Background: an optimization exercise with open tools, aiming at small area, a short achievable clock period and few clock cycles per item. Do not read the settings as production practice.
RTL that was checked went through simulation tests only; none was proved equivalent to the original.
No functional check of the RTL was part of runs 1, 3 and 4.
No activity file was given, so power comes from the tool's default toggle rates.

==> flow/design.v, too long to show whole: its modules and the start of the top module <==
// module stfir_fir: 1061 lines
// module stfir_mul: 1243 lines
// module stfir_ram: 21 lines
// module sawtooth_tone_fir_generator: 233 lines
module sawtooth_tone_fir_generator #(
  parameter int TAPS       = stfir_pkg::TAPS_DEF,
  parameter int BLINK_HALF = stfir_pkg::BLINK_HALF_DEF
) (
  input  logic                                 clk,
  input  logic                                 rst_n,
  input  logic                                 cfg_we,
  input  logic [stfir_pkg::CFG_IDX_W-1:0]      cfg_index,
  input  logic [stfir_pkg::CFG_DATA_W-1:0]     cfg_wdata,
  input  logic                                 in_valid,
  output logic                                 in_stall,
  input  logic                                 in_slot_tick,
  output logic                                 out_valid,
  input  logic                                 out_stall,
  output logic signed [stfir_pkg::SAMPLE_W-1:0] out_sample_out,
  output logic                                 out_led_on
);
  // ...
==> flow/run.sh <==
#!/bin/bash
# synth_recipe.tcl (not shown) runs the flow's synth.tcl, then flattens the netlist and writes it again
# the make line also repeats each setting of config.mk as NAME=value (left out here)
make -C /OpenROAD-flow-scripts/flow DESIGN_CONFIG=/design/flow/config.mk WORK_HOME=/design/flow/orfs CLKGATE_MAP_FILE= SYNTH_SCRIPT=/design/flow/synth_recipe.tcl finish
==> flow/config.mk <==
export PLATFORM = sky130hd
export DESIGN_NAME = sawtooth_tone_fir_generator
export DESIGN_NICKNAME = sawtooth_tone_fir_generator
export VERILOG_FILES = /design/flow/design.v
export SDC_FILE = /design/flow/constraint.sdc
export NUM_CORES = 4
export LEC_CHECK = 0
export CAP_MARGIN = 20
export CORE_MARGIN = 2
export CORE_UTILIZATION = 40
export SETUP_SLACK_MARGIN = 5
export SLEW_MARGIN = 20
==> flow/constraint.sdc <==
create_clock -name core_clock -period 8.5 [get_ports {clk}]
set_input_delay 1.7000 -clock core_clock [delete_from_list [all_inputs] [get_ports {clk}]]
set_output_delay 1.7000 -clock core_clock [all_outputs]
set_load 0.01 [all_outputs]
==> results.txt, run 1 <==
- Synth Cell Area: around 56000 µm²
- Hold_sp: va_r
- HP Class: flop to flop
- Fraction of layout cells with a size suffix above 1: 0.142
- Area after DPL: slightly below 60000 µm²
- Metal2 WL: ~76000 µm
- CP top delay family: compound AO/OA/AOI/OAI gates
- Clock Power: ~3.6 mW
- CP Cell Sequence: buf_12 > buf_16 > mux2i_1 > o21ai_1 > inv_1 > fa_1 > fa_1 > inv_2 > ha_4 > nor2b_1 > o21a_1 > o21ai_2 > a21oi_2 > o21ai_2 > a21oi_2 > o211ai_1 > buf_4 > o211ai_1 > buf_4 > a2111oi_4 > nor3b_2
- Syn nets: just under 7000
- Seq area share: 0.241
- Dpl cells: 7604
- Antenna Nets Post-Route: 0
- Full die area: 144000 µm²
- Wl on met1: roughly 73000 µm
- Status: no timing/DRC/antenna violations
- Synth unique cells: 85
- Site Rows: between 100 and 150
- Hold_buf cts: 0
- Max-cap violations: 0
- Gr usage total: 0.228
- CP arrival: 5.01 ns
- Cell at the slowest stage of the critical path: fa_1
- Met3 WL post-DR: about 10000 µm
- Period minus WS final: 4.59 ns
- Total number of vias: approximately 43000
- Max-area cell class: multi-input gates
- NetSw: between 9 and 10 mW
- Worst-path clk slew: around 0.070 ns
- Fraction of the mapped netlist area in simple logic gates: 0.0899
- Met1 Use GR: 0.312
- Post-synthesis mux area share: 0.0445
- Clock Skews: roughly 0.022 ns
- Comb_multi_in: ~4000
- Peak supply drop: between 0.3 and 0.4 mV
==> module sawtooth_tone_fir_generator, before the edit <==
module sawtooth_tone_fir_generator #(
  parameter int TAPS       = stfir_pkg::TAPS_DEF,
  parameter int BLINK_HALF = stfir_pkg::BLINK_HALF_DEF
) (
  input  logic                                 clk,
  input  logic                                 rst_n,
  input  logic                                 cfg_we,
  input  logic [stfir_pkg::CFG_IDX_W-1:0]      cfg_index,
  input  logic [stfir_pkg::CFG_DATA_W-1:0]     cfg_wdata,
  input  logic                                 in_valid,
  output logic                                 in_stall,
  input  logic                                 in_slot_tick,
  output logic                                 out_valid,
  input  logic                                 out_stall,
  output logic signed [stfir_pkg::SAMPLE_W-1:0] out_sample_out,
  output logic                                 out_led_on
);
  localparam int CNT_W = $clog2(2 * BLINK_HALF);
  localparam logic [CNT_W:0] HALF_C = (CNT_W + 1)'(BLINK_HALF);
  localparam logic [CNT_W:0] FULL_C = (CNT_W + 1)'(2 * BLINK_HALF);
  localparam int PW = 22;
  localparam int EW = PW + 1;
  function automatic logic [23:0] booth_of(input logic [AMP_W-1:0] v);
    logic [16:0] x;
    logic [7:0]  one, two, neg;
    x = {1'b0, v, 1'b0};
    for (int j = 0; j < 8; j++) begin
      one[j] = x[2*j+1] ^ x[2*j];
      two[j] = (x[2*j+2] & ~x[2*j+1] & ~x[2*j]) | (~x[2*j+2] & x[2*j+1] & x[2*j]);
      neg[j] = x[2*j+2];
    end
    booth_of = {neg, two, one};
  endfunction
  logic [STEP_W-1:0] step_r;
  logic [23:0]       bth_r;
  logic signed [PW-1:0] pnn_r, pn_r, ph_r, h2_r, h3_r, h4_r, h5_r, h6_r, h7_r;
  logic [1:0]        lead_r;
  logic              rc1_r, rc2_r;
  logic signed [EW-1:0] e0_r, e1_r, e2_r, e3_r;
  logic signed [EW+1:0] e1x3_r;
  logic              ve_r, va_r, vb_r, vc_r;
  logic [ACC_W-1:0]  sa_r, ca_r;
  logic signed [ACC_W-1:0] acc_r;
  logic [51:0]       sc_r, cc_r;
  logic signed [SAMPLE_W-1:0] f0_r, f1_r;
  logic              fv0_r, fv1_r;
  logic              upd_r;
  logic signed [SAMPLE_W-1:0] held_r;
  logic [CNT_W-1:0]  slot_cnt_r;
  logic              led_r;
  logic              out_valid_r, out_led_r, skid_valid_r, skid_led_r;
  logic signed [SAMPLE_W-1:0] out_sample_r, skid_sample_r;
  logic              in_take, tick, odd_tick, pop, step_we, amp_we, flush, issue;
  logic [CNT_W:0]    cnt_inc;
  logic              led_new;
  logic [CNT_W-1:0]  cnt_new;
  logic signed [PW-1:0] pbase, pnext;
  logic signed [PW:0]   psum;
  logic signed [PW-1:0] x0, y0, x1, y1, x2, y2, x3, y3;
  logic signed [EW-1:0] e0_n, e1_n, e2_n, e3_n;
  logic [ACC_W-1:0]  fir_s, fir_c;
  logic [51:0]       mul_s, mul_c, prod;
  logic signed [SAMPLE_W-1:0] d_q, smp;
  logic              sel_r, sel_n, sel_a;
  assign in_stall = skid_valid_r || (slot_cnt_r[0] && !(fv0_r || vc_r));
  assign in_take  = in_valid && !in_stall;
  assign tick     = in_take && in_slot_tick;
  assign odd_tick = tick && slot_cnt_r[0];
  assign pop      = out_valid_r && !out_stall;
  assign step_we  = cfg_we && cfg_index == CFG_PHASE_STEP;
  assign amp_we   = cfg_we && cfg_index == CFG_AMPLITUDE;
  assign flush    = step_we || amp_we;
  assign pbase = rc1_r ? ph_r : (rc2_r ? pn_r : pnn_r);
  assign psum  = $signed({pbase[PW-1], pbase}) + $signed({2'b00, step_r});
  assign pnext = (psum > $signed((PW + 1)'(1048576))) ? PW'(psum - (PW + 1)'(2097152)) : PW'(psum);
  assign sel_r = lead_r == 2'd0;
  assign sel_n = lead_r == 2'd1;
  assign sel_a = lead_r == 2'd2;
  assign issue = !flush && ((sel_r && !rc1_r) || (sel_n && !rc1_r && !rc2_r) || (sel_a && odd_tick));
  always_comb begin
    x0 = pnext; y0 = pnn_r; x1 = pn_r; y1 = h5_r; x2 = ph_r; y2 = h4_r; x3 = h2_r; y3 = h3_r;
    if (sel_r) begin
      x0 = pn_r;  y0 = ph_r; x1 = h2_r; y1 = h7_r; x2 = h3_r; y2 = h6_r; x3 = h4_r; y3 = h5_r;
    end else if (sel_n) begin
      x0 = pnn_r; y0 = pn_r; x1 = ph_r; y1 = h6_r; x2 = h2_r; y2 = h5_r; x3 = h3_r; y3 = h4_r;
    end
  end
  assign e0_n = EW'(x0) + EW'(y0);
  assign e1_n = EW'(x1) + EW'(y1);
  assign e2_n = EW'(x2) + EW'(y2);
  assign e3_n = EW'(x3) + EW'(y3);
  stfir_fir u_fir (
    .e0(e0_r), .e1(e1_r), .e2(e2_r), .e3(e3_r), .e1x3(e1x3_r),
    .rs(fir_s), .rc(fir_c)
  );
  stfir_mul u_mul (
    .a(acc_r), .one(bth_r[7:0]), .two(bth_r[15:8]), .neg(bth_r[23:16]),
    .rs(mul_s), .rc(mul_c)
  );
  assign prod = sc_r + cc_r;
  assign d_q  = prod[FRAC_SH +: SAMPLE_W];
  always_ff @(posedge clk) begin
    if (issue) begin
      e0_r   <= e0_n;
      e1_r   <= e1_n;
      e2_r   <= e2_n;
      e3_r   <= e3_n;
      e1x3_r <= (EW + 2)'(x1) + (EW + 2)'(y1) + ((EW + 2)'(x1) <<< 1) + ((EW + 2)'(y1) <<< 1);
    end
    sa_r  <= fir_s;
    ca_r  <= fir_c;
    acc_r <= sa_r + ca_r;
    sc_r  <= mul_s;
    cc_r  <= mul_c;
  end
  assign smp = upd_r ? f0_r : held_r;
  assign cnt_inc = {1'b0, slot_cnt_r} + (CNT_W + 1)'(1);
  always_comb begin
    led_new = led_r;
    cnt_new = cnt_inc[CNT_W-1:0];
    if (cnt_inc == HALF_C) begin
      led_new = 1'b0;
    end else if (cnt_inc >= FULL_C) begin
      led_new = 1'b1;
      cnt_new = '0;
    end
  end
  always_ff @(posedge clk) begin
    if (!rst_n) begin
      step_r       <= STEP_RST;
      bth_r        <= booth_of(AMP_RST);
      pnn_r        <= PW'(2 * STEP_RST);
      pn_r         <= PW'(STEP_RST);
      ph_r         <= '0;
      h2_r         <= '0;
      h3_r         <= '0;
      h4_r         <= '0;
      h5_r         <= '0;
      h6_r         <= '0;
      h7_r         <= '0;
      lead_r       <= '0;
      rc1_r        <= 1'b0;
      rc2_r        <= 1'b0;
      ve_r         <= 1'b0;
      va_r         <= 1'b0;
      vb_r         <= 1'b0;
      vc_r         <= 1'b0;
      fv0_r        <= 1'b0;
      fv1_r        <= 1'b0;
      upd_r        <= 1'b0;
      held_r       <= '0;
      slot_cnt_r   <= '0;
      led_r        <= 1'b0;
      out_valid_r  <= 1'b0;
      skid_valid_r <= 1'b0;
    end else begin
      rc1_r <= step_we;
      rc2_r <= rc1_r;
      upd_r <= odd_tick;
      if (step_we) step_r <= cfg_wdata[STEP_W-1:0];
      if (amp_we)  bth_r  <= booth_of(cfg_wdata[AMP_W-1:0]);
      if (rc1_r) pn_r <= pnext;
      if (rc2_r) pnn_r <= pnext;
      if (odd_tick) begin
        pnn_r <= pnext;
        pn_r  <= pnn_r;
        ph_r  <= pn_r;
        h2_r  <= ph_r;
        h3_r  <= h2_r;
        h4_r  <= h3_r;
        h5_r  <= h4_r;
        h6_r  <= h5_r;
        h7_r  <= h6_r;
      end
      if (flush) lead_r <= '0;
      else lead_r <= lead_r + 2'(issue) - 2'(odd_tick);
      ve_r <= issue;
      va_r <= ve_r && !flush;
      vb_r <= va_r && !flush;
      vc_r <= vb_r && !flush;
      if (upd_r) held_r <= f0_r;
      if (flush) begin
        fv0_r <= 1'b0;
        fv1_r <= 1'b0;
      end else if (upd_r && !vc_r) begin
        fv0_r <= fv1_r;
        fv1_r <= 1'b0;
      end else if (!upd_r && vc_r) begin
        if (fv0_r) fv1_r <= 1'b1;
        else fv0_r <= 1'b1;
      end
      if (tick) begin
        slot_cnt_r <= cnt_new;
        led_r      <= led_new;
      end
      if (skid_valid_r) begin
        if (pop) skid_valid_r <= 1'b0;
      end else if (tick) begin
        if (out_valid_r && !pop) skid_valid_r <= 1'b1;
        else out_valid_r <= 1'b1;
      end else if (pop) begin
        out_valid_r <= 1'b0;
      end
    end
  end
  always_ff @(posedge clk) begin
    if (upd_r) begin
      if (vc_r && !fv1_r) f0_r <= d_q;
      else f0_r <= f1_r;
      if (vc_r && fv1_r) f1_r <= d_q;
    end else if (vc_r) begin
      if (fv0_r) f1_r <= d_q;
      else f0_r <= d_q;
    end
    if (skid_valid_r) begin
      if (pop) begin
        out_sample_r <= skid_sample_r;
        out_led_r    <= skid_led_r;
      end
    end else if (tick) begin
      if (out_valid_r && !pop) begin
        skid_sample_r <= smp;
        skid_led_r    <= led_new;
      end else begin
        out_sample_r <= smp;
        out_led_r    <= led_new;
      end
    end
  end
  assign out_valid      = out_valid_r;
  assign out_sample_out = out_sample_r;
  assign out_led_on     = out_led_r;
endmodule
==> inputs of run 2 (changes only) <==
--- a/flow/design.v
+++ b/flow/design.v
@@ -2408,5 +2408,5 @@
   logic [23:0]       bth_r;
-  logic signed [PW-1:0] pnn_r, pn_r, ph_r, h2_r, h3_r, h4_r, h5_r, h6_r, h7_r;
-  logic [1:0]        lead_r;
-  logic              rc1_r, rc2_r;
+  logic signed [PW-1:0] p3_r, pnn_r, pn_r, ph_r, h2_r, h3_r, h4_r, h5_r, h6_r, h7_r;
+  logic [2:0]        lead_r;   
+  logic              rc1_r, rc2_r, rc3_r;
   logic signed [EW-1:0] e0_r, e1_r, e2_r, e3_r;
@@ -2445,11 +2445,11 @@
   assign flush    = step_we || amp_we;
-  assign pbase = rc1_r ? ph_r : (rc2_r ? pn_r : pnn_r);
+  assign pbase = rc1_r ? ph_r : (rc2_r ? pn_r : (rc3_r ? pnn_r : p3_r));
   assign psum  = $signed({pbase[PW-1], pbase}) + $signed({2'b00, step_r});
   assign pnext = (psum > $signed((PW + 1)'(1048576))) ? PW'(psum - (PW + 1)'(2097152)) : PW'(psum);
-  assign sel_r = lead_r == 2'd0;
-  assign sel_n = lead_r == 2'd1;
-  assign sel_a = lead_r == 2'd2;
+  assign sel_r = lead_r[0];
+  assign sel_n = lead_r[1];
+  assign sel_a = lead_r[2];
   assign issue = !flush && ((sel_r && !rc1_r) || (sel_n && !rc1_r && !rc2_r) || (sel_a && odd_tick));
   always_comb begin
-    x0 = pnext; y0 = pnn_r; x1 = pn_r; y1 = h5_r; x2 = ph_r; y2 = h4_r; x3 = h2_r; y3 = h3_r;
+    x0 = p3_r;  y0 = pnn_r; x1 = pn_r; y1 = h5_r; x2 = ph_r; y2 = h4_r; x3 = h2_r; y3 = h3_r;
     if (sel_r) begin
@@ -2504,2 +2504,3 @@
       bth_r        <= booth_of(AMP_RST);
+      p3_r         <= PW'(3 * STEP_RST);
       pnn_r        <= PW'(2 * STEP_RST);
@@ -2513,5 +2514,6 @@
       h7_r         <= '0;
-      lead_r       <= '0;
+      lead_r       <= 3'b001;
       rc1_r        <= 1'b0;
       rc2_r        <= 1'b0;
+      rc3_r        <= 1'b0;
       ve_r         <= 1'b0;
@@ -2531,2 +2533,3 @@
       rc2_r <= rc1_r;
+      rc3_r <= rc2_r;
       upd_r <= odd_tick;
@@ -2536,4 +2539,6 @@
       if (rc2_r) pnn_r <= pnext;
+      if (rc3_r) p3_r <= pnext;
       if (odd_tick) begin
-        pnn_r <= pnext;
+        p3_r  <= pnext;
+        pnn_r <= p3_r;
         pn_r  <= pnn_r;
@@ -2547,4 +2552,5 @@
       end
-      if (flush) lead_r <= '0;
-      else lead_r <= lead_r + 2'(issue) - 2'(odd_tick);
+      if (flush) lead_r <= 3'b001;
+      else if (issue && !odd_tick) lead_r <= {lead_r[1:0], 1'b0};
+      else if (!issue && odd_tick) lead_r <= {1'b0, lead_r[2:1]};
       ve_r <= issue;
--- a/flow/config.mk
+++ b/flow/config.mk
@@ -7,5 +7,6 @@
 export LEC_CHECK = 0
+export ABC_CLOCK_PERIOD_IN_PS = 3500
 export CAP_MARGIN = 20
 export CORE_MARGIN = 2
-export CORE_UTILIZATION = 40
+export CORE_UTILIZATION = 50
 export SETUP_SLACK_MARGIN = 5
==> results.txt, run 2 <==
- Status: no timing/DRC/antenna violations
- Nets: just over 7000
- Synth Register Bits: just over 700
- Full die area: 117000 µm² (-19%)
- CP Max Fanout: 12
- Overall power consumption: 21.6 mW
- Fill count: 9852
- Critical path origin: lead_r[1]
- DIE HEIGHT: approximately 340 µm
- Number of global-route vias before repair: around 43000
- Most frequent cells after synthesis: 867 x inv_1, 736 x nand2_1, 618 x fa_1
- Synth unique cells: 75 (-12%)
- Worst setup path end: e1x3_r[23]
- Post-route setup TNS: 0 ns
- Worst R2R Start: lead_r[1]
- Gr usage total: 0.276 (+0.0484)
- Site Rows: 123 (-10%)
- Count leader, synth: inv_1
- Final Cell Area: around 65000 µm²
- 1st-pass router iterations: 6
- Unrepaired setup endpoints after global routing: yes
- Max-cap violations: 0 (unchanged)
- Total CTS buffers: 84
- Cell Pwr Density: 333 nW/µm²
- R2r worst-path depth: 16
- Ys flop type: dfxtp_1
- Endpoints failing hold: 0
- Synth Instances: between 6000 and 7000
- Total number of vias: 43400 (+1.6%)
- Worst-path clk slew: 0.06 ns (about the same)
- Setup Viol. Count Final: 0
- CTS tree: built
- Syn nets: 7072 (+2.7%)
- Critical Path End Type: flop
- Fraction of layout cells with a size suffix above 1: 0.128 (-0.0140)
- Die width: about 340 µm
- Top Registers: cc_r x52, sc_r x52
- Max clock buf depth: 3
- Mapped Avg Cell Area: approximately 9 µm²
- Synth warnings: 1
- Area after DPL: 58500 µm² (about the same)
- HP Class: flop to flop
- Routed vias/inst: about 5.6
- Clock latency reported for the late side of the worst-skew pair: 0.68 ns
- Detail Placement HPWL: approximately 110000 µm
- Root Buffer: clkbuf_16
- Hold_sp: ca_r[0]
- Io pins: 48
- Fmax: between 200 and 250 MHz
- Period minus WS final: 4.42 ns (-0.171 ns)
- Largest net degree at the start of global routing: ~180
- Busiest grt layer: met2
- Part of the cycle the worst path needs: 0.520
- First-pass GRT wire length: between 200000 and 300000 µm
- Ranking of synthesized cells by area: fa_1 22%, dfxtp_1 19%, edfxtp_1 9.6%
- Peak supply drop: 0.261 mV (-13%)
- RR Endpoint: e1x3_r[23]
- Ant. Diodes: 0
- Slew @ Worst Pin: 1.05 ns
- Most frequent cells in the layout: 810 x inv_1, 734 x nand2_1, 563 x fa_1
- Setup crit start kind: flop
- Remaining DRCs: 0
- Asr flop ratio synth: 0
- Dominant cell type by area after synthesis: fa_1
- Hold Path Stages: 1
- H-tree depth: 3
- Core ar.: around 110000 µm²
- Clock sinks: between 700 and 800
- Worst endpoint required time: between 9 and 10 ns
- Share of the synthesized area in the top cell type: 0.217
- First DRT Iteration DRCs: about 3300
- Register area: around 16000 µm²
- Number of enable flip-flop cells after synthesis: 182
- Setup CP Type: flop to flop
- Commonest non-fill, non-tap cell in the layout: inv_1
- Multi-input gate area: 37500 µm²
- Wirelength, routed: around 160000 µm
- Wire per inst: 21.0 µm
- CP arrival: 4.95 ns (-0.06 ns)
- Synth Cell Area: 57000 µm² (+1.3%)
- Slew Limit Fails: 0
- Antenna Nets Post-Route: 0 (unchanged)
- GPL Wtd Cong: around 0.90
- Max_slew headroom: 0.303
- Met2 Usage GRT: 0.461
- Area grow syn2layout: 13.7%
- Register area share after synthesis: 0.282
- Grt met3 use: 0.0345
- Clock Skews: 0.0389 ns (+0.0167 ns)
- Quantity of I/O buffers inserted on ports: 47
- Worst R2R Setup Slack: roughly 4.1 ns
- Lkg Pwr: approximately 27 nW
- Met1 Use GR: 0.373 (+0.0608)
- Initial core utilization: 0.505
- Antenna violations before repair: 1
- Grt ovf: 0
run 2: kinds of logic after synthesis:
kind of cell    count (synthesis)  synth area share
mux                           259            0.0464
fa+ha+maj                     888             0.277
flops                         712             0.282
xor+xnor                      430            0.0661
buf+inv                      1236            0.0816
compound gates               1345             0.151
simple gates                 1285            0.0965
run 2: worst min-delay path by stage:
stage | end | slack, ns
2_1_floorplan | acc_r[0] | 0.41
3_3_place_gp | acc_r[0] | 0.44
3_5_place_dp | bth_r[8] | 0.44
4_1_cts | acc_r[0] | 0.44
5_1_grt | acc_r[0] | 0.47
6_report | acc_r[0] | 0.44
run 2: power breakdown:
part	switching (mW)	internal, mW	leakage [nW]
clock network	1.53	2.22	1.41
registers	0.991	4.55	6.15
logic	7.02	5.25	19.6
run 2: what timing repair did:
| item | 4_1_cts | 5_1_grt |
|---|---|---|
| pin swaps | 120 | 137 |
| endpoints found under the setup margin | 396 | 343 |
| hold buffers | 0 | 0 |
| cloned | 6 | 4 |
| gates resized for setup | 223 | 242 |
| buffers inserted | 107 | 75 |
run 2: metal layers:
layer,vias up,part of all wire,wire [µm]
met1,21400,0.43,70600
met3,331,0.056,9050
met2,1342,0.47,77300
li1,20300,-,-
met5,-,0.000080,13
met4,2,0.036,5920
run 2: worst max-delay path, cell delays in order, from the launching register on:
cell and delay, ns:
dfxtp_4 0.42, buf_6 0.15, buf_16 0.17, mux2i_1 0.09, o21a_2 0.26, buf_4 0.15
fa_1 0.50, inv_1 0.05, fa_1 0.45, ha_1 0.34, a211o_1 0.35, a31oi_4 0.27
o21ai_4 0.08, a211o_1 0.33, and3_4 0.17, or4_1 0.42, nand3_2 0.07
run 2: through the flow:
| stage | worst slack [ns] | cells | utilization | hold slack [ns] |
|---|---|---|---|---|
| 6_report | 4.08 | 7736 | 0.574 | 0.436 |
| 5_1_grt | 3.93 | 7736 | 0.574 | 0.467 |
| 4_1_cts | 4.04 | 7657 | 0.561 | 0.439 |
| 3_5_place_dp | 3.10 | 7387 | 0.519 | 0.441 |
| 3_3_place_gp | 3.17 | 7387 | 0.519 | 0.440 |
| 2_1_floorplan | 3.51 | 6155 | - | 0.413 |
run 2: cell type report:
class / instances / area share
multi-input combinational: 4207 / 0.579
sequential: 712 / 0.250
inverter: 871 / 0.0508
clock inverter: 42 / 0.00659
timing repair buffer: 289 / 0.0469
tap: 1500 / 0.0290
clock buffer: 115 / 0.0378
Testbench counts of run 2, summed over its fixed seeds: cycles 8,031, items 8,000.
==> inputs of run 3 (changes only) <==
--- a/flow/design.v
+++ b/flow/design.v
@@ -2475,9 +2475,7 @@
   always_ff @(posedge clk) begin
-    if (issue) begin
-      e0_r   <= e0_n;
-      e1_r   <= e1_n;
-      e2_r   <= e2_n;
-      e3_r   <= e3_n;
-      e1x3_r <= (EW + 2)'(x1) + (EW + 2)'(y1) + ((EW + 2)'(x1) <<< 1) + ((EW + 2)'(y1) <<< 1);
-    end
+    e0_r   <= e0_n;
+    e1_r   <= e1_n;
+    e2_r   <= e2_n;
+    e3_r   <= e3_n;
+    e1x3_r <= (EW + 2)'(x1) + (EW + 2)'(y1) + ((EW + 2)'(x1) <<< 1) + ((EW + 2)'(y1) <<< 1);
     sa_r  <= fir_s;
==> flow/flow/run.sh (new file) <==
#!/bin/bash
# Standard layout, with one netlist clean-up between synthesis and floorplan:
# flow/fixinv.py removes inverters around full-adder cells (see its header).
# Each tool's output goes to a log file of its own in this folder.
set -euo pipefail
R=orfs/results/${FLOW_PLATFORM}/sawtooth_tone_fir_generator/base
bash standard.sh synth > flow_synth.log 2>&1
cp "$R/1_2_yosys.v" yosys_before_fixinv.v
python3 flow/fixinv.py "$R/1_2_yosys.v" > flow_fixinv.log 2>&1
rm -f "$R/1_synth.odb" "$R/1_synth.sdc"
bash standard.sh finish > flow_finish.log 2>&1
==> flow/flow/fixinv.py (new file) <==
#!/usr/bin/env python3
"""Inverter clean-up around full adders in a flat sky130 netlist.

A full adder is self-dual: FA(~a, ~b, ~c) = (~sum, ~cout). Synthesis leaves many
inverters between chained full-adder cells. This pass removes every inverter
whose output is not a module port, treats each full adder as optionally
'flipped' (fed complemented inputs, giving complemented outputs), picks the
flips greedily to need as few inverters as possible, and adds back one
inverter per signal whose complement is still needed. The logic function of
every port and register input is unchanged; registers are not touched.
usage: fixinv.py netlist.v (rewritten in place)
"""
import re
import sys

path = sys.argv[1]
text = open(path).read()

mstart = text.index("module ")
hdr_end = text.index(";", mstart) + 1
body_end = text.rindex("endmodule")
header = text[mstart:hdr_end]
body = text[hdr_end:body_end]

port_out = set()
decl_lines = []
inst_re = re.compile(r"^\s*(sky130_fd_sc_hd__\w+)\s+(\S+)\s*\((.*?)\);\s*$", re.S | re.M)
pin_re = re.compile(r"\.(\w+)\(\s*(.*?)\s*\)\s*(?:,|$)", re.S)

# split body into statements
stmts = [s.strip() for s in body.split(";")]
cells = []
other = []
for s in stmts:
    if not s:
        continue
    m = re.match(r"^(sky130_fd_sc_hd__\w+)\s+(\S+(?: )?)\s*\((.*)\)$", s, re.S)
    if m:
        typ, name, pins = m.group(1), m.group(2).strip(), m.group(3)
        pl = []
        for pm in re.finditer(r"\.(\w+)\(\s*((?:[^()]|\([^()]*\))*?)\s*\)", pins):
            pl.append([pm.group(1), pm.group(2).strip()])
        cells.append([typ, name, pl])
    else:
        other.append(s)
        mo = re.match(r"^output\s+(\[(\d+):(\d+)\]\s+)?(\S+)$", s)
        if mo:
            nm = mo.group(4)
            if mo.group(1):
                hi, lo = int(mo.group(2)), int(mo.group(3))
                for i in range(min(hi, lo), max(hi, lo) + 1):
                    port_out.add(f"{nm}[{i}]")
            else:
                port_out.add(nm)
        if s.startswith("assign"):
            sys.exit("assign statements not handled; netlist left unchanged")

OUTPINS = {"X", "Y", "Q", "Q_N", "SUM", "COUT", "HI", "LO"}
driver = {}
for ci, (typ, name, pl) in enumerate(cells):
    for pin, net in pl:
        if pin in OUTPINS:
            driver[net] = (ci, pin)

def is_inv(ci):
    return re.match(r"sky130_fd_sc_hd__inv_\d+$", cells[ci][0]) is not None

removable = set()
for ci, (typ, name, pl) in enumerate(cells):
    if is_inv(ci):
        out = [n for p, n in pl if p == "Y"][0]
        if out not in port_out:
            removable.add(ci)

def pin_of(ci, pin):
    for p, n in cells[ci][2]:
        if p == pin:
            return n

memo = {}
def lit(net):
    if net in memo:
        return memo[net]
    d = driver.get(net)
    if d is not None and d[0] in removable:
        r, p = lit(pin_of(d[0], "A"))
        res = (r, p ^ 1)
    else:
        res = (net, 0)
    memo[net] = res
    return res

is_fa = [re.match(r"sky130_fd_sc_hd__fa_\d+$", c[0]) is not None for c in cells]
flip = [0] * len(cells)

# consumers: (cell index, pin index) -> (root, parity)
consumers = []
by_root = {}
for ci, (typ, name, pl) in enumerate(cells):
    if ci in removable:
        continue
    for pi, (pin, net) in enumerate(pl):
        if pin in OUTPINS:
            continue
        r, p = lit(net)
        consumers.append((ci, pi, r, p))
        by_root.setdefault(r, []).append(len(consumers) - 1)

def src_flip(root):
    d = driver.get(root)
    if d is not None and is_fa[d[0]]:
        return flip[d[0]]
    return 0

def need(k):
    ci, pi, r, p = consumers[k]
    return p ^ flip[ci] ^ src_flip(r)

def root_cost(r):
    return 1 if any(need(k) for k in by_root.get(r, [])) else 0

fa_in_roots = {}
fa_out_roots = {}
for k, (ci, pi, r, p) in enumerate(consumers):
    if is_fa[ci]:
        fa_in_roots.setdefault(ci, set()).add(r)
for ci in range(len(cells)):
    if is_fa[ci]:
        fa_out_roots[ci] = {n for p, n in cells[ci][2] if p in OUTPINS}

before = sum(root_cost(r) for r in by_root)
import random
rng = random.Random(1)
fa_list = [ci for ci in range(len(cells)) if is_fa[ci]]
fa_roots = {ci: fa_in_roots.get(ci, set()) | fa_out_roots[ci] for ci in fa_list}
cur = before
best = cur
best_flip = list(flip)
passes = 0
steps = 200 * len(fa_list)
for it in range(steps):
    ci = rng.choice(fa_list)
    roots = fa_roots[ci]
    c0 = sum(root_cost(r) for r in roots)
    flip[ci] ^= 1
    c1 = sum(root_cost(r) for r in roots)
    d = c1 - c0
    temp = 0.6 * (1 - it / steps)
    if d <= 0 or (temp > 0 and rng.random() < pow(2.718, -d / max(temp, 1e-9))):
        cur += d
        if cur < best:
            best = cur
            best_flip = list(flip)
    else:
        flip[ci] ^= 1
flip[:] = best_flip
after = sum(root_cost(r) for r in by_root)

# rewrite
inv_net = {}
new_cells = []
new_wires = []
for r in by_root:
    if root_cost(r):
        k = len(inv_net)
        nn = f"fixinv_n{k}"
        inv_net[r] = nn
        new_wires.append(nn)
        sep = " " if r.startswith("\\") else ""
        new_cells.append(f"  sky130_fd_sc_hd__inv_1 fixinv_{k} (\n    .A({r}{sep}),\n    .Y({nn})\n  );")
for k, (ci, pi, r, p) in enumerate(consumers):
    cells[ci][2][pi][1] = inv_net[r] if need(k) else r

out = [text[:mstart], header, "\n"]
for s in other:
    out.append(f"  {s} ;\n")
for w in new_wires:
    out.append(f"  wire {w};\n")
for ci, (typ, name, pl) in enumerate(cells):
    if ci in removable:
        continue
    pins = ",\n".join(f"    .{p}({n}{' ' if n.startswith(chr(92)) else ''})" for p, n in pl)
    out.append(f"  {typ} {name}{' ' if name.startswith(chr(92)) else ''}(\n{pins}\n  );\n")
for c in new_cells:
    out.append(c + "\n")
out.append("endmodule\n")
open(path, "w").write("".join(out))
print(f"fixinv: {len(removable)} inverters removed, {len(inv_net)} added "
      f"(cost {before} -> {after}), {sum(flip)} full adders flipped, {passes} passes")
==> flow/standard.sh (new file) <==
#!/bin/bash
# synth_recipe.tcl (not shown) runs the flow's synth.tcl, then flattens the netlist and writes it again
# the make line also repeats each setting of config.mk as NAME=value (left out here)
make -C /OpenROAD-flow-scripts/flow DESIGN_CONFIG=/design/flow/config.mk WORK_HOME=/design/flow/orfs CLKGATE_MAP_FILE= SYNTH_SCRIPT=/design/flow/synth_recipe.tcl "${@:-finish}"
removed: flow/run.sh
==> results.txt, run 3 <==
- Status: no timing/DRC/antenna violations
- Slew @ Worst Pin: 1.06 ns (+0.0167 ns)
- Fmax: 232 MHz (+2.4%)
- Wirelength, routed: 157000 µm (-3.7%)
- Io pins: 48 (unchanged)
- Peak supply drop: 0.281 mV (+7.5%)
- Reg power frac: 0.283 (+0.026)
- DIE HEIGHT: 333 µm (-2.6%)
- Root Buffer: clkbuf_16
- Setup CP Type: flop to flop
- Clock Skews: 0.0249 ns (-0.0140 ns)
- H-tree depth: 3 (unchanged)
- Dpl cells: 6781 (-8.2%)
- Detail Placement HPWL: 108000 µm (-5.3%)
- Wire per inst: 22.1 µm (+4.9%)
- Fraction of layout cells with a size suffix above 1: 0.131 (+0.00254)
- Initial core utilization: 0.504 (-0.000875)
- CP Max Fanout: 3 (-9)
- Setup crit start kind: flop
- Synth warnings: 1 (unchanged)
- Total number of vias: 41300 (-4.7%)
- CP arrival: 4.91 ns (-0.04 ns)
- Non-Filler Instances: 7105 (-8.2%)
- Lkg Pwr: 24.3 nW (-10%)
- Max clock buf depth: 3 (unchanged)
- Worst Path Buf+Inv: 2 (-2)
- Endpoints failing hold: 0 (unchanged)
- Core ar.: 107000 µm² (-5.1%)
- Clock share of power: 0.188 (+0.014)
- Max-cap violations: 0 (unchanged)
- Setup Viol. Count Final: 0 (unchanged)
- Internal power component: 10.9 mW (-9.2%)
- Syn nets: 6565 (-7.2%)
- Mapped Avg Cell Area: 9.55 µm² (+3.2%)
- Slew Limit Fails: 0 (unchanged)
- Synth Cell Area: 54000 µm² (-5.3%)
- Largest net degree at the start of global routing: 160 (-12%)
- Number of global-route vias before repair: 41300 (-3.6%)
- CP dominant cell by count: fa_2
- First-pass GRT wire length: 243000 µm (-3.8%)
- Commonest non-fill, non-tap cell in the layout: nand2_1
- Hold Path Stages: 1 (unchanged)
- Comb pwr share: 0.529 (-0.040)
- Full die area: 111000 µm² (-5.2%)
- Worst-path clk slew: 0.06 ns (about the same)
- HP Class: flop to flop
- Nets: 6550 (-7.5%)
- Top Registers: cc_r x52, sc_r x52
- Part of the cycle the worst path needs: 0.508 (-0.0123)
- Quantity of I/O buffers inserted on ports: 47 (unchanged)
- Die width: 333 µm (-2.6%)
- Hold endpoint: acc_r[0]
- Remaining DRCs: 0 (unchanged)
- Hold_buf cts: 0 (unchanged)
- First DRT Iteration DRCs: 3360 (+2.1%)
- Routed vias/inst: 5.82 (+3.7%)
- Worst endpoint required time: 9.09 ns (+0.06 ns)
- CP Cell Sequence: buf_12 > buf_16 > mux2i_1 > o21ai_2 > fa_2 > fa_2 > ha_4 > fa_2 > a21o_1 > a21oi_2 > o21bai_1 > a21o_1 > a21oi_4 > o21a_1 > a211oi_2 > o31a_1 > o21ai_2 > xor2_1
- Hold_sp: ca_r[0]
- Max_slew headroom: 0.292 (-0.0111)
- Sw frac: 0.418 (-0.0248)
- Period minus WS final: 4.31 ns (-0.104 ns)
- Synth Instances: 5648 (-8.2%)
- Slowest stage delay, CP: 0.53 ns (+0.03 ns)
- Post-route setup TNS: 0 ns (unchanged)
- Final core utilization: 0.574 (about the same)
- CTS tree: built
- Antenna violations before repair: 3 (+2)
- Clock sinks: 712 (unchanged)
- GPL Wtd Cong: 0.889 (-0.80%)
- Gr usage total: 0.281 (+0.00430)
- Cell at the slowest stage of the critical path: fa_2
- R2r worst-path depth: 18 (+2)
- CP top delay family: compound AO/OA/AOI/OAI gates
- Setup WS pre-CTS: 3.17 ns (+0.0648 ns)
- RR Endpoint: e1x3_r[24]
- Worst R2R Setup Slack: 4.19 ns (+0.10 ns)
- Most frequent cells in the layout: 740 x nand2_1, 589 x fa_1, 569 x dfxtp_1
- Area grow syn2layout: 13.9%
- Cell Pwr Density: 305 nW/µm² (-8.4%)
- Antenna Nets Post-Route: 0 (unchanged)
- Unrepaired setup endpoints after global routing: yes
- 1st-pass router iterations: 6 (unchanged)
- Worst R2R Start: lead_r[1]
- Clock latency reported for the late side of the worst-skew pair: 0.67 ns (about the same)
- Site Rows: 120 (-2.4%)
- Min setup slack post-route: 4.19 ns (+0.104 ns)
- Total CTS buffers: 81 (-3.6%)
- Critical Path End Type: flop
- NetSw: 7.83 mW (-18%)
- Grt ovf: 0 (unchanged)
## run 3: changes by cell type in the layout (fill, tap and decap cells not counted), sizes merged, moves of 9 or more
cell    change
inv       -552
dfxtp     +116
edfxtp    -116
buf        -27
nor2       -18
a21o       +14
nand2      +13
nand3      +13
xnor2      +11
or4         +9
## run 3: final cells by class
cell class,instances,area (µm²)
fill,9258,45600
multi-input combinational,4247,37800
clock buffer,118,2360
timing repair buffer,264,2990
tap,1403,1760
clock inverter,33,322
antenna,1,2.50
inverter,327,1250
sequential,712,15100
## run 3: what timing repair did
action / CTS / global route
gates cloned: 20 / 0
pin swaps: 127 / 132
setup buffers: 112 / 40
gates resized for setup: 280 / 211
setup endpoints to repair: 361 / 259
## run 3: layer usage
layer | global-route usage | up-vias | wire, µm
met5 | 0 | - | 13
met1 | 0.373 | 20400 | 66600
li1 | - | 19200 | -
met2 | 0.447 | 1333 | 72800
met3 | 0.0518 | 349 | 10200
met4 | 0.123 | 2 | 7240
## run 3: power by group through the flow
stage	logic, mW	clock network [mW]	registers, mW
4_1_cts	9.91	3.60	5.25
5_1_grt	11.2	3.73	5.34
3_5_place_dp	9.61	0	5.32
2_1_floorplan	7.20	0	4.55
6_report	9.91	3.53	5.30
3_3_place_gp	9.38	0	5.32
## run 3: through the flow
step | hold WS, ns | total power [mW] | instance area (µm²)
6_report | 0.450 | 18.7 | 61500
5_1_grt | 0.466 | 20.3 | 61500
4_1_cts | 0.447 | 18.8 | 60500
3_5_place_dp | 0.434 | 14.9 | 55200
3_3_place_gp | 0.427 | 14.7 | 55200
2_1_floorplan | 0.399 | 11.7 | 54100
## run 3: how the worst max path moves through the flow
stage | from | to | cells past startpoint
floorplan | lead_r[1] | e1x3_r[24] | 19
global placement | in_slot_tick | p3_r[7] | 8
detailed placement | in_slot_tick | p3_r[8] | 8
CTS | lead_r[1] | e1x3_r[24] | 18
global route | lead_r[1] | e1x3_r[24] | 18
finish | lead_r[1] | e1x3_r[24] | 18
==> inputs of run 4 (changes only) <==
--- a/flow/design.v
+++ b/flow/design.v
@@ -2430,3 +2430,4 @@
   logic signed [PW-1:0] pbase, pnext;
-  logic signed [PW:0]   psum;
+  logic signed [PW:0]   psum, pwtest;
+  logic              pwrap;
   logic signed [PW-1:0] x0, y0, x1, y1, x2, y2, x3, y3;
@@ -2447,3 +2448,5 @@
   assign psum  = $signed({pbase[PW-1], pbase}) + $signed({2'b00, step_r});
-  assign pnext = (psum > $signed((PW + 1)'(1048576))) ? PW'(psum - (PW + 1)'(2097152)) : PW'(psum);
+  assign pwrap = !pwtest[PW];
+  assign pwtest = $signed({pbase[PW-1], pbase}) + $signed({2'b00, step_r}) - $signed((PW + 1)'(1048577));
+  assign pnext = {psum[PW-1] ^ pwrap, psum[PW-2:0]};
   assign sel_r = lead_r[0];
==> results.txt, run 4 <==
- Syn nets: 6728 (+2.5%)
- Critical path depth: 18 (unchanged)
- Final core utilization: 0.573 (-0.00104)
- Final Cell Area: 62600 µm² (+1.8%)
- Setup CP Type: flop to flop
- CTS tree: built
- Total CTS buffers: 81 (unchanged)
- 1st-pass router iterations: 7 (+1)
- Fraction of layout cells with a size suffix above 1: 0.122 (-0.00813)
- Slew Limit Fails: 0 (unchanged)
- Worst Path Buf+Inv: 2 (unchanged)
- Wire per inst: 21.8 µm (-1.2%)
- Core ar.: 109000 µm² (+2.0%)
- Worst R2R Setup Slack: 3.96 ns (-0.23 ns)
- Internal power component: 10.8 mW (-0.68%)
- Nets: 6670 (+1.8%)
- Clock share of power: 0.201 (+0.013)
- Clock sinks: 712 (unchanged)
- Min setup slack post-route: 3.96 ns (-0.229 ns)
- Dpl cells: 6962 (+2.7%)
- Slowest stage delay, CP: 0.53 ns (about the same)
- Comb pwr share: 0.517 (-0.012)
- Wirelength, routed: 158000 µm (+0.76%)
- H-tree depth: 3 (unchanged)
- Synth Instances: 5761 (+2.0%)
- Max-cap violations: 0 (unchanged)
- Quantity of I/O buffers inserted on ports: 47 (unchanged)
- Setup crit start kind: flop
- Endpoints failing hold: 0 (unchanged)
- Full die area: 113000 µm² (+2.1%)
- R2r worst-path depth: 18 (unchanged)
- Clock latency reported for the late side of the worst-skew pair: 0.68 ns (about the same)
- Reg power frac: 0.282 (about the same)
- Peak supply drop: 0.240 mV (-14%)
- Die width: 336 µm (+1.0%)
- Total number of vias: 41900 (+1.3%)
- Part of the cycle the worst path needs: 0.535 (+0.0270)
- First DRT Iteration DRCs: 3460 (+3.0%)
- Synth warnings: 1 (unchanged)
- CP top delay family: compound AO/OA/AOI/OAI gates
- Mapped Avg Cell Area: 9.56 µm² (+0.11%)
- First-pass GRT wire length: 241000 µm (-0.72%)
- Worst R2R Start: lead_r[1]
- Grt ovf: 0 (unchanged)
- Area grow syn2layout: 13.6%
- Detail Placement HPWL: 110000 µm (+1.9%)
- Lkg Pwr: 24.9 nW (+2.5%)
- HP Class: flop to flop
- Post-route setup TNS: 0 ns (unchanged)
- Number of global-route vias before repair: 41500 (+0.56%)
- Root Buffer: clkbuf_16
- Top Registers: cc_r x52, sc_r x52
- Site Rows: 121 (+0.83%)
- GPL Wtd Cong: 0.900 (+1.2%)
- RR Endpoint: e1x3_r[24]
- Largest net degree at the start of global routing: 191 (+19%)
- Max_slew headroom: 0.231 (-0.0605)
- WHS: 0.450 ns (+0.000168 ns)
- Fmax: 220 MHz (-5.0%)
- Worst-path clk slew: 0.06 ns (about the same)
- Commonest non-fill, non-tap cell in the layout: nand2_1
- Setup Viol. Count Final: 0 (unchanged)
- Sw frac: 0.417 (-0.000585)
- Unrepaired setup endpoints after global routing: yes
- NetSw: 7.76 mW (-0.92%)
- Ant. Diodes: 0 (-1)
- Cell at the slowest stage of the critical path: fa_1
- Antenna Nets Post-Route: 0 (unchanged)
- Initial core utilization: 0.505 (+0.000730)
- Slew @ Worst Pin: 1.15 ns (+0.0907 ns)
- Io pins: 48 (unchanged)
- Area after DPL: 56500 µm² (+2.2%)
- CP Max Fanout: 5 (+2)
- Routed vias/inst: 5.78 (-0.65%)
- DIE HEIGHT: 336 µm (+1.0%)
- CP Cell Sequence: buf_12 > mux2i_1 > o21a_1 > inv_2 > fa_1 > fa_1 > ha_2 > fa_2 > a211oi_4 > o21a_2 > o31ai_4 > o41ai_4 > o21ai_2 > or4_4 > a31o_1 > o21a_1 > o21ai_2 > xor2_1
- Clock Skews: 0.0340 ns (+0.00908 ns)
- Remaining DRCs: 0 (unchanged)
- Most frequent cells in the layout: 718 x nand2_1, 606 x fa_1, 574 x dfxtp_1
- Status: no timing/DRC/antenna violations
- Gr usage total: 0.274 (-0.00664)
- Overall power consumption: 18.6 mW (-0.78%)
- Critical path origin: lead_r[1]
- Synth Cell Area: 55100 µm² (+2.1%)
- Cell Pwr Density: 297 nW/µm² (-2.5%)
- Antenna violations before repair: 2 (-1)
- Non-Filler Instances: 7245 (+2.0%)
- Worst setup path end: e1x3_r[24]
- Period minus WS final: 4.54 ns (+0.229 ns)
- Max clock buf depth: 3 (unchanged)
- Setup WS pre-CTS: 3.00 ns (-0.168 ns)
- CP arrival: 5.15 ns (+0.24 ns)
- Worst endpoint required time: 9.10 ns (about the same)
- Critical Path End Type: flop
## run 4: repair_timing
item	4_1_cts	5_1_grt
hold buffers	0	0
gates cloned	7	7
setup buffers	72	48
pin swaps	79	124
resized for setup	205	227
endpoints found under the setup margin	316	272
## run 4: worst reg2reg max path, cell delays in order (launching register included)
cell and delay, ns:
dfxtp_4 0.41, buf_12 0.13, mux2i_1 0.18, o21a_1 0.16
inv_2 0.06, fa_1 0.53, fa_1 0.43, ha_2 0.20
fa_2 0.37, a211oi_4 0.24, o21a_2 0.20, o31ai_4 0.11
o41ai_4 0.27, o21ai_2 0.10, or4_4 0.43, a31o_1 0.20
o21a_1 0.20, o21ai_2 0.13, xor2_1 0.15
## run 4: worst min-delay path by stage
stage          cells after the start   endpoint  startpoint
2_1_floorplan                      1   acc_r[0]     ca_r[0]
3_3_place_gp                       1       va_r        ve_r
3_5_place_dp                       1    ca_r[1]     e1_r[1]
4_1_cts                            2  bth_r[18]   bth_r[18]
5_1_grt                            2    h7_r[4]     h7_r[4]
6_report                           1    ca_r[1]     e1_r[1]
## run 4: final cells by class
type / count / area, µm²
tap: 1476 / 1850
sequential: 712 / 15000
timing repair buffer: 225 / 2540
fill: 9502 / 46600
clock inverter: 49 / 653
clock buffer: 100 / 2190
multi-input combinational: 4273 / 38700
inverter: 410 / 1580
## run 4: layer usage
layer  part of all wire  routed length (µm)  GRT usage  up-vias
met3              0.049                7710     0.0357      345
met5           0.000082                  13          0        -
met1               0.42               66400      0.355    20800
met4              0.042                6630      0.108        2
li1                   -                   -          -    19500
met2               0.49               77400      0.465     1243
## run 4: power groups by stage
stage	clock [mW]	sequential, mW	combinational (mW)
finish	3.74	5.24	9.62
CTS	3.81	5.20	9.58
global placement	0	5.27	9.20
global route	3.93	5.28	10.9
detailed placement	0	5.28	9.41
floorplan	0	4.55	7.16
==> inputs of run 5 (changes only) <==
--- a/flow/design.v
+++ b/flow/design.v
@@ -2410,2 +2410,3 @@
   logic [2:0]        lead_r;   
+  logic [2:0]        lead_q;   
   logic              rc1_r, rc2_r, rc3_r;
@@ -2454,3 +2455,4 @@
   assign sel_a = lead_r[2];
-  assign issue = !flush && ((sel_r && !rc1_r) || (sel_n && !rc1_r && !rc2_r) || (sel_a && odd_tick));
+  assign issue = !flush && (lead_r == lead_q) &&
+                 ((sel_r && !rc1_r) || (sel_n && !rc1_r && !rc2_r) || (sel_a && odd_tick));
   always_comb begin
@@ -2482,3 +2484,3 @@
     e3_r   <= e3_n;
-    e1x3_r <= (EW + 2)'(x1) + (EW + 2)'(y1) + ((EW + 2)'(x1) <<< 1) + ((EW + 2)'(y1) <<< 1);
+    e1x3_r <= (EW + 2)'(e1_r) + ((EW + 2)'(e1_r) <<< 1);
     sa_r  <= fir_s;
@@ -2516,2 +2518,3 @@
       lead_r       <= 3'b001;
+      lead_q       <= 3'b000;   
       rc1_r        <= 1'b0;
@@ -2553,2 +2556,3 @@
       end
+      lead_q <= lead_r;
       if (flush) lead_r <= 3'b001;
--- a/flow/config.mk
+++ b/flow/config.mk
@@ -7,3 +7,3 @@
 export LEC_CHECK = 0
-export ABC_CLOCK_PERIOD_IN_PS = 3500
+export ABC_CLOCK_PERIOD_IN_PS = 2000
 export CAP_MARGIN = 20
==> results.txt, run 5 <==
- First-pass GRT wire length: 241000 µm (-0.23%)
- Cell at the slowest stage of the critical path: dfxtp_4
- Clock sinks: 716 (+0.56%)
- H-tree depth: 3 (unchanged)
- Final core utilization: 0.570 (-0.00351)
- Synth warnings: 1 (unchanged)
- Lkg Pwr: 23.9 nW (-4.0%)
- Io pins: 48 (unchanged)
- Critical Path End Type: flop
- Cell Pwr Density: 321 nW/µm² (+8.0%)
- Site Rows: 120 (-0.83%)
- Top Registers: cc_r x52, sc_r x52
- CP Cell Sequence: buf_12 > clkinvlp_4 > buf_6 > buf_12 > nor2_1 > o31a_1 > ha_4 > inv_1 > ha_1 > nand4_1 > nor2_2 > o211ai_1 > a21oi_2 > nor3_2 > xor2_2 > xnor2_2 > buf_6 > mux2i_1 > a21oi_1
- Commonest non-fill, non-tap cell in the layout: nand2_1
- Remaining DRCs: 0 (unchanged)
- Endpoints failing hold: 0 (unchanged)
- Worst Path Buf+Inv: 6 (+4)
- Register area: 15100 µm² (+0.57%)
- Worst-path clk slew: 0.06 ns (about the same)
- Wire per inst: 22.0 µm (+1.0%)
- Quantity of I/O buffers inserted on ports: 47 (unchanged)
- Non-Filler Instances: 7102 (-2.0%)
- Antenna Nets Post-Route: 0 (unchanged)
- First DRT Iteration DRCs: 3392 (-2.0%)
- Antenna violations before repair: 2 (unchanged)
- Worst endpoint required time: 9.04 ns (-0.06 ns)
- Period minus WS final: 3.58 ns (-0.967 ns)
- Multi-input gate area: 37400 µm² (-3.3%)
- Initial core utilization: 0.505 (about the same)
- Unrepaired setup endpoints after global routing: yes
- Total number of vias: 41300 (-1.4%)
- Clock Skews: 0.0220 ns (-0.0120 ns)
- Post-route setup TNS: 0 ns (unchanged)
- 1st-pass router iterations: 6 (-1)
- Slowest stage delay, CP: 0.35 ns (-0.18 ns)
- Clock latency reported for the late side of the worst-skew pair: 0.67 ns (about the same)
- DIE HEIGHT: 333 µm (-0.85%)
- Max clock buf depth: 3 (unchanged)
- Routed vias/inst: 5.81 (+0.59%)
- Fraction of layout cells with a size suffix above 1: 0.116 (-0.00602)
- Syn nets: 6619 (-1.6%)
- Grt ovf: 0 (unchanged)
- Setup CP Type: flop to flop
- Max-cap violations: 0 (unchanged)
- Overall power consumption: 19.6 mW (+5.4%)
- Fmax: 280 MHz (+27%)
- Detail Placement HPWL: 111000 µm (+1.3%)
- Total CTS buffers: 83 (+2.5%)
- Gr usage total: 0.276 (+0.00248)
- Slew Limit Fails: 0 (unchanged)
- Mapped Avg Cell Area: 9.51 µm² (-0.57%)
- GPL Wtd Cong: 0.907 (+0.84%)
- Largest net degree at the start of global routing: 126 (-34%)
- Max_slew headroom: 0.305 (+0.0742)
- Slew @ Worst Pin: 1.04 ns (-0.111 ns)
- Setup crit start kind: flop
- CP arrival: 4.12 ns (-1.03 ns)
- Core ar.: 107000 µm² (-1.8%)
- Wirelength, routed: 157000 µm (-0.97%)
- HP Class: flop to flop
- CP top delay family: compound AO/OA/AOI/OAI gates
- Most frequent cells in the layout: 766 x nand2_1, 579 x dfxtp_1, 548 x fa_1
- Synth Instances: 5695 (-1.1%)
- Synth Cell Area: 54200 µm² (-1.7%)
- Setup Viol. Count Final: 0 (unchanged)
- Number of global-route vias before repair: 40400 (-2.6%)
- Nets: 6562 (-1.6%)
- Dpl cells: 6811 (-2.2%)
- Peak supply drop: 0.236 mV (-1.7%)
- Root Buffer: clkbuf_16
- CTS tree: built
- Area grow syn2layout: 12.8%
- Fill count: 9472 (-0.32%)
- Die width: 333 µm (-0.85%)
- CP Max Fanout: 8 (+3)
- Part of the cycle the worst path needs: 0.421 (-0.114)
- Full die area: 111000 µm² (-1.7%)
- Status: no timing/DRC/antenna violations
## run 5: what timing repair did
action | 4_1_cts | 5_1_grt
buffers inserted | 58 | 68
setup endpoints to repair | 364 | 201
resized for setup | 181 | 193
hold buffers | 0 | 0
gates cloned | 12 | 7
pin swaps | 41 | 107
## run 5: per-stage QoR
step                cell area, µm²  hold WS, ns  setup slack, ns
global route                 61100        0.396             4.81
floorplan                    54200        0.355             4.96
CTS                          59700        0.392             4.97
detailed placement           55400        0.384             3.61
finish                       61100        0.392             4.92
global placement             55400        0.388             3.67
## run 5: cell type report
type | count | share of cell area
Tap cell | 1403 | 0.0287
Timing Repair Buffer | 236 | 0.0437
Clock inverter | 39 | 0.00778
Clock buffer | 106 | 0.0380
Antenna cell | 1 | 0.0000410
Multi-Input combinational cell | 4266 | 0.613
Inverter | 335 | 0.0213
Sequential cell | 716 | 0.248
## run 5: power breakdown
group	internal (mW)	switching (mW)	total [mW]
Sequential	4.36	0.917	5.28
Clock	2.15	1.50	3.65
Combinational	4.82	5.85	10.7
## run 5: per-layer routing
layer | part of all wire | vias up | global-route usage
met2 | 0.47 | 1366 | 0.455
met5 | 0 | - | 0
li1 | - | 19300 | -
met4 | 0.043 | 0 | 0.107
met1 | 0.43 | 20400 | 0.375
met3 | 0.055 | 277 | 0.0307
## run 5: path summary, 6_finish.rpt
path	from	to	slack, ns	depth (start not counted)
min	e1_r[0]	e1x3_r[0]	0.39	0
min reg2reg	e1_r[0]	e1x3_r[0]	0.39	0
max	rc2_r	pn_r[21]	4.92	19
max reg2reg	rc2_r	pn_r[21]	4.92	19
Testbench counts of run 5, summed over its fixed seeds: cycles 8,031, items 8,000.
==> inputs of run 6 (changes only) <==
--- a/flow/config.mk
+++ b/flow/config.mk
@@ -7,6 +7,6 @@
 export LEC_CHECK = 0
-export ABC_CLOCK_PERIOD_IN_PS = 2000
+export ABC_CLOCK_PERIOD_IN_PS = 3500
 export CAP_MARGIN = 20
 export CORE_MARGIN = 2
-export CORE_UTILIZATION = 50
+export CORE_UTILIZATION = 65
 export SETUP_SLACK_MARGIN = 5
==> results.txt, run 6 <==
- Fmax: 281 MHz (+0.43%)
- Initial core utilization: 0.658 (+0.153)
- Max-cap violations: 0 (unchanged)
- Antenna violations before repair: 3 (+1)
- Commonest non-fill, non-tap cell in the layout: nand2_1
- Worst endpoint required time: 9.09 ns (+0.05 ns)
- Largest net degree at the start of global routing: 126 (unchanged)
- Lkg Pwr: 23.8 nW (-0.48%)
- Synth Instances: 5695 (unchanged)
- Final core utilization: 0.734 (+0.164)
- Endpoints failing hold: 0 (unchanged)
- CP Max Fanout: 11 (+3)
- Site Rows: 105 (-13%)
- H-tree depth: 3 (unchanged)
- Max_slew headroom: 0.320 (+0.0143)
- Critical Path End Type: flop
- Clock latency reported for the late side of the worst-skew pair: 0.65 ns (-0.02 ns)
- Part of the cycle the worst path needs: 0.419 (-0.00180)
- Area after DPL: 54900 µm² (-0.79%)
- Wire per inst: 22.2 µm (+0.78%)
- Hold_sp: e1_r[0]
- Multi-input gate area: 37400 µm² (-0.12%)
- Antenna Nets Post-Route: 0 (unchanged)
- Full die area: 85600 µm² (-23%)
- Worst-path clk slew: 0.06 ns (about the same)
- Detail Placement HPWL: 106000 µm (-5.1%)
- Total CTS buffers: 79 (-4.8%)
- Nets: 6549 (-0.20%)
- Setup CP Type: flop to flop
- Post-route setup TNS: 0 ns (unchanged)
- Syn nets: 6619 (unchanged)
- Dpl cells: 6477 (-4.9%)
- WHS: 0.383 ns (-0.00916 ns)
- Max clock buf depth: 3 (unchanged)
- Peak supply drop: 0.364 mV (+54%)
- RR Endpoint: e3_r[22]
- GPL Wtd Cong: 0.910 (+0.32%)
- Setup Viol. Count Final: 0 (unchanged)
- Synth Cell Area: 54200 µm² (unchanged)
- Final Cell Area: 60300 µm² (-1.2%)
- Die width: 293 µm (-12%)
- Wirelength, routed: 150000 µm (-4.1%)
- Core ar.: 82200 µm² (-23%)
- Max Used Layer: met4
- Quantity of I/O buffers inserted on ports: 47 (unchanged)
- CP Cell Sequence: buf_6 > buf_12 > mux2i_1 > o21ai_0 > ha_2 > fa_1 > inv_2 > nor2b_1 > o21a_1 > o21ai_2 > a21oi_4 > a211oi_2 > nor3_4 > o211ai_1 > a21oi_1 > a2111oi_1 > mux2_4
- Non-Filler Instances: 6759 (-4.8%)
- Number of global-route vias before repair: 41400 (+2.4%)
- Min setup slack post-route: 4.94 ns (+0.0153 ns)
- CP arrival: 4.15 ns (+0.03 ns)
- Gr usage total: 0.344 (+0.0673)
- Grt ovf: 0 (unchanged)
- CTS tree: built
- Wl on met1: 62300 µm (-7.7%)
- Clock sinks: 716 (unchanged)
- Synth warnings: 1 (unchanged)
- HP Class: flop to flop
- 1st-pass router iterations: 6 (unchanged)
- Met3 WL post-DR: 10400 µm (+20%)
- Register area: 15100 µm² (about the same)
- Routed vias/inst: 6.21 (+6.8%)
- Slew @ Worst Pin: 1.02 ns (-0.0215 ns)
- Slowest stage delay, CP: 0.43 ns (+0.08 ns)
- Root Buffer: clkbuf_16
- Clock Skews: 0.0292 ns (+0.00721 ns)
- Status: no timing/DRC/antenna violations
- Hold_buf cts: 0 (unchanged)
- First-pass GRT wire length: 233000 µm (-3.3%)
- Fraction of layout cells with a size suffix above 1: 0.108 (-0.00788)
- First DRT Iteration DRCs: 3622 (+6.8%)
- Hold endpoint: e1x3_r[0]
- Cell at the slowest stage of the critical path: fa_1
- Total number of vias: 42000 (+1.6%)
- Mapped Avg Cell Area: 9.51 µm² (unchanged)
- Area grow syn2layout: 11.4%
- Cell Pwr Density: 320 nW/µm² (-0.34%)
- R2r worst-path depth: 17 (-2)
- Worst R2R Setup Slack: 4.94 ns (+0.02 ns)
- Metal2 WL: 70700 µm (-4.2%)
- Fill count: 6038 (-36%)
- Period minus WS final: 3.56 ns (-0.0153 ns)
- Unrepaired setup endpoints after global routing: yes
- Most frequent cells in the layout: 766 x nand2_1, 592 x dfxtp_1, 551 x fa_1
- Setup WS pre-CTS: 3.54 ns (-0.0700 ns)
- Remaining DRCs: 0 (unchanged)
- Top Registers: cc_r x52, sc_r x52
- Setup crit start kind: flop
- DIE HEIGHT: 293 µm (-12%)
- Worst R2R Start: lead_r[1]
- Io pins: 48 (unchanged)
- Slew Limit Fails: 0 (unchanged)
- Overall power consumption: 19.3 mW (-1.6%)
- Hold Path Stages: 0 (unchanged)
[run 6: worst max-delay path by stage]
stage	end	startpoint
after CTS	e2_r[21]	lead_r[1]
final	e3_r[22]	lead_r[1]
after global routing	pn_r[21]	rc2_r
after detailed placement	e2_r[21]	lead_r[0]
after floorplan	lead_r[0]	in_slot_tick
after global placement	e2_r[21]	lead_r[0]
[run 6: repair_timing]
item | 4_1_cts | 5_1_grt
gates cloned | 7 | 9
pin swaps | 15 | 102
setup endpoints to repair | 292 | 188
setup buffers | 51 | 70
gates resized for setup | 159 | 205
[run 6: routing by layer]
layer  track usage  vias up
met5             0        -
met4         0.152        0
met3        0.0548      348
met2         0.561     1716
met1         0.455    20600
li1              -    19300
[run 6: cell type report]
cell class	instances	share of cell area
Multi-Input combinational cell	4267	0.620
Clock inverter	40	0.00877
Timing Repair Buffer	226	0.0415
Tap cell	1070	0.0222
Clock buffer	104	0.0357
Sequential cell	716	0.251
Inverter	335	0.0214
Antenna cell	1	0.0000415
[run 6: where the power goes]
group	switching [mW]	total [mW]	internal, mW
Clock	1.47	3.52	2.06
Combinational	5.73	10.5	4.77
Sequential	0.919	5.27	4.36
[run 6: worst max-delay path: cells and delay by family, from the launching register on]
kind,cells,cell delay [ns]
multiplexers,2,0.39
buffers and inverters,3,0.31
AND/OR/NAND/NOR,2,0.14
AO/OA/AOI/OAI,8,1.66
flip-flops,1,0.36
adder cells (fa/ha/maj),2,0.64
==> inputs of run 7 (changes only) <==
--- a/flow/config.mk
+++ b/flow/config.mk
@@ -10,4 +10,4 @@
 export CORE_MARGIN = 2
-export CORE_UTILIZATION = 65
-export SETUP_SLACK_MARGIN = 5
+export CORE_UTILIZATION = 50
+export SETUP_SLACK_MARGIN = 4.5
 export SLEW_MARGIN = 20
==> results.txt, run 7 <==
- CTS tree: built
- Clock share of power: 0.193 (+0.010)
- H-tree depth: 3 (unchanged)
- Multi-input gate area: 36600 µm² (-2.1%)
- Antenna Nets Post-Route: 0 (unchanged)
- Synth Instances: 5695 (unchanged)
- Hold Path Stages: 0 (unchanged)
- RR Endpoint: p3_r[21]
- Fraction of layout cells with a size suffix above 1: 0.0582 (-0.0503)
- Comb pwr share: 0.531 (-0.013)
- Hold endpoint: e1x3_r[0]
- Internal power component: 11.0 mW (-1.7%)
- Worst R2R Setup Slack: 4.58 ns (-0.35 ns)
- Initial core utilization: 0.505 (-0.153)
- GPL Wtd Cong: 0.891 (-2.2%)
- Hold_buf cts: 0 (unchanged)
- Clock Skews: 0.0248 ns (-0.00443 ns)
- Top Registers: cc_r x52, sc_r x52
- Wirelength, routed: 152000 µm (+1.0%)
- Max_slew headroom: 0.313 (-0.00672)
- First DRT Iteration DRCs: 3334 (-8.0%)
- Setup Viol. Count Final: 0 (unchanged)
- Synth Cell Area: 54200 µm² (unchanged)
- Max clock buf depth: 3 (unchanged)
- Slew Limit Fails: 0 (unchanged)
- Register area: 15000 µm² (-0.70%)
- Syn nets: 6619 (unchanged)
- Nets: 6441 (-1.6%)
- Worst-path clk slew: 0.06 ns (about the same)
- Grt ovf: 0 (unchanged)
- Lkg Pwr: 23.0 nW (-3.3%)
- Overall power consumption: 19.1 mW (-1.1%)
- Most frequent cells in the layout: 767 x nand2_1, 635 x dfxtp_1, 576 x fa_1
- Total number of vias: 40500 (-3.5%)
- Io pins: 48 (unchanged)
- Setup crit start kind: flop
- Site Rows: 120 (+14%)
- Slowest stage delay, CP: 0.41 ns (-0.02 ns)
- Part of the cycle the worst path needs: 0.461 (+0.0416)
- CP Cell Sequence: buf_12 > inv_1 > buf_12 > nor2_1 > o31a_1 > ha_2 > inv_1 > ha_1 > a21o_1 > a21o_1 > a21o_1 > a21oi_1 > a31oi_1 > nor3_2 > xor2_2 > xnor2_2 > buf_4 > nand2_1 > a21oi_1
- Die width: 333 µm (+14%)
- Endpoints failing hold: 0 (unchanged)
- HP Class: flop to flop
- Full die area: 111000 µm² (+30%)
- Peak supply drop: 0.212 mV (-42%)
- Mapped Avg Cell Area: 9.51 µm² (unchanged)
- Clock sinks: 716 (unchanged)
- Setup CP Type: flop to flop
- Clock latency reported for the late side of the worst-skew pair: 0.69 ns (+0.04 ns)
- Gr usage total: 0.271 (-0.0732)
- NetSw: 8.09 mW (-0.25%)
- Min setup slack post-route: 4.58 ns (-0.354 ns)
- Cell Pwr Density: 325 nW/µm² (+1.6%)
- CP arrival: 4.52 ns (+0.37 ns)
- Status: no timing/DRC/antenna violations
- Max-cap violations: 0 (unchanged)
- Number of global-route vias before repair: 40300 (-2.8%)
- Synth warnings: 1 (unchanged)
- Area grow syn2layout: 8.45%
- Quantity of I/O buffers inserted on ports: 47 (unchanged)
- Final core utilization: 0.548 (-0.186)
- Wire per inst: 21.7 µm (-2.3%)
- Routed vias/inst: 5.80 (-6.7%)
- Post-route setup TNS: 0 ns (unchanged)
- Antenna violations before repair: 1 (-2)
- Worst endpoint required time: 9.10 ns (about the same)
- Total CTS buffers: 84 (+6.3%)
- Remaining DRCs: 0 (unchanged)
- Critical Path End Type: flop
- Fill count: 9674 (+60%)
- CP Max Fanout: 36 (+25)
- R2r worst-path depth: 19 (+2)
- Cell at the slowest stage of the critical path: ha_2
- Core ar.: 107000 µm² (+30%)
- WHS: 0.386 ns (+0.00335 ns)
- Hold_sp: e1_r[0]
- Period minus WS final: 3.92 ns (+0.354 ns)
- Worst R2R Start: rc2_r
- DIE HEIGHT: 333 µm (+14%)
- Sw frac: 0.424 (+0.00348)
- Detail Placement HPWL: 110000 µm (+4.4%)
- Largest net degree at the start of global routing: 133 (+5.6%)
- Fmax: 255 MHz (-9.0%)
- First-pass GRT wire length: 237000 µm (+1.6%)
- Reg power frac: 0.276 (+0.003)
- Slew @ Worst Pin: 1.03 ns (+0.0101 ns)
- 1st-pass router iterations: 6 (unchanged)
- Ant. Diodes: 0 (-1)
- CP dominant cell by count: a21o_1
- Root Buffer: clkbuf_16
- Commonest non-fill, non-tap cell in the layout: nand2_1
- Unrepaired setup endpoints after global routing: yes
- Setup WS pre-CTS: 3.63 ns (+0.0848 ns)
run 7: final cells by class:
type                            count  share of cell area
Timing Repair Buffer              115              0.0215
Clock buffer                      115              0.0403
Tap cell                         1403              0.0299
Clock inverter                     41             0.00752
Sequential cell                   716               0.256
Inverter                          335              0.0216
Multi-Input combinational cell   4265               0.623
run 7: worst max path at each step:
| stage | startpoint | end | cells after the start | slack [ns] |
|---|---|---|---|---|
| after floorplan | in_slot_tick | lead_r[0] | 10 | 4.63 |
| after global placement | lead_r[0] | e1_r[20] | 15 | 3.67 |
| after detailed placement | lead_r[0] | e1_r[20] | 15 | 3.63 |
| after CTS | lead_r[0] | e2_r[20] | 16 | 4.52 |
| after global routing | rc2_r | p3_r[21] | 19 | 4.38 |
| final | rc2_r | p3_r[21] | 19 | 4.58 |
run 7: worst max-delay path, delay by kind of cell (launching register included):
| kind | cells | cell delay [ns] |
|---|---|---|
| compound gates | 7 | 1.26 |
| xor+xnor | 2 | 0.36 |
| simple gates | 3 | 0.38 |
| buf+inv | 5 | 0.81 |
| flops | 1 | 0.36 |
| fa+ha+maj | 2 | 0.61 |
run 7: routing by layer:
metal  vias to the layer above  GRT usage  wire, µm  share of wire
li1                      19000          -         -              -
met1                     20000      0.367     66600           0.44
met2                      1225      0.441     70400           0.46
met3                       294     0.0361      8300          0.055
met4                         0      0.102      6330          0.042
met5                         -          0         0              0
run 7: metrics by stage:
stage / cells / instance area, µm²
floorplan: 5695 / 54200
global placement: 6811 / 55300
detailed placement: 6811 / 55300
CTS: 6982 / 58500
global route: 6990 / 58700
finish: 6990 / 58700
run 7: what timing repair did:
| item | CTS | global route |
|---|---|---|
| pin swaps | 2 | 2 |
| gates resized for setup | 24 | 24 |
| buffers inserted | 11 | 6 |
| endpoints found under the setup margin | 72 | 99 |
| cloned | 4 | 2 |
run 7: power groups by stage:
stage                     registers (mW)  clock network, mW  logic [mW]
final                               5.27               3.68        10.1
after global routing                5.32               3.91        11.6
after CTS                           5.25               3.76        10.3
after detailed placement            5.34                  0        10.2
after global placement              5.33                  0        9.95
after floorplan                     4.62                  0        7.67

static timing again, ports no longer ideal:
In the flow no input, the clock included, has a driving cell. The finished layouts below were timed again as built, in two steps. Step 1 sets driving cells, clkbuf_16 on the clock port and buf_2 on the other inputs (assumed; they add their load-dependent delay and slew). Step 2, shift: input delay + t, output delay - t, t = (earliest + latest rising clock arrival at the registers) / 2. This alone moves slack from input paths to output paths. Three values: ideal ports, drivers, drivers and shift; two values: the first two.
run	t, ns	slack for setup (ns)	worst setup path after step 2
run 1	0.750	3.911 / 3.911 / 3.911	register to register
run 2	0.742	4.081 / 4.081 / 4.081	register to register
run 3	0.734	4.185 / 4.185 / 4.185	register to register
run 4	0.735	3.956 / 3.956 / 3.956	register to register
run 5	0.729	4.923 / 4.923 / 4.352	input to register
run 6	0.704	4.938 / 4.938 / 4.512	input to register
run 7	0.750	4.584 / 4.584 / 4.035	input to register
After both steps every run listed still meets setup and hold. The setup slack of run 5, which loses most, moves by 0.000 ns with the drivers and by -0.571 ns with both steps.
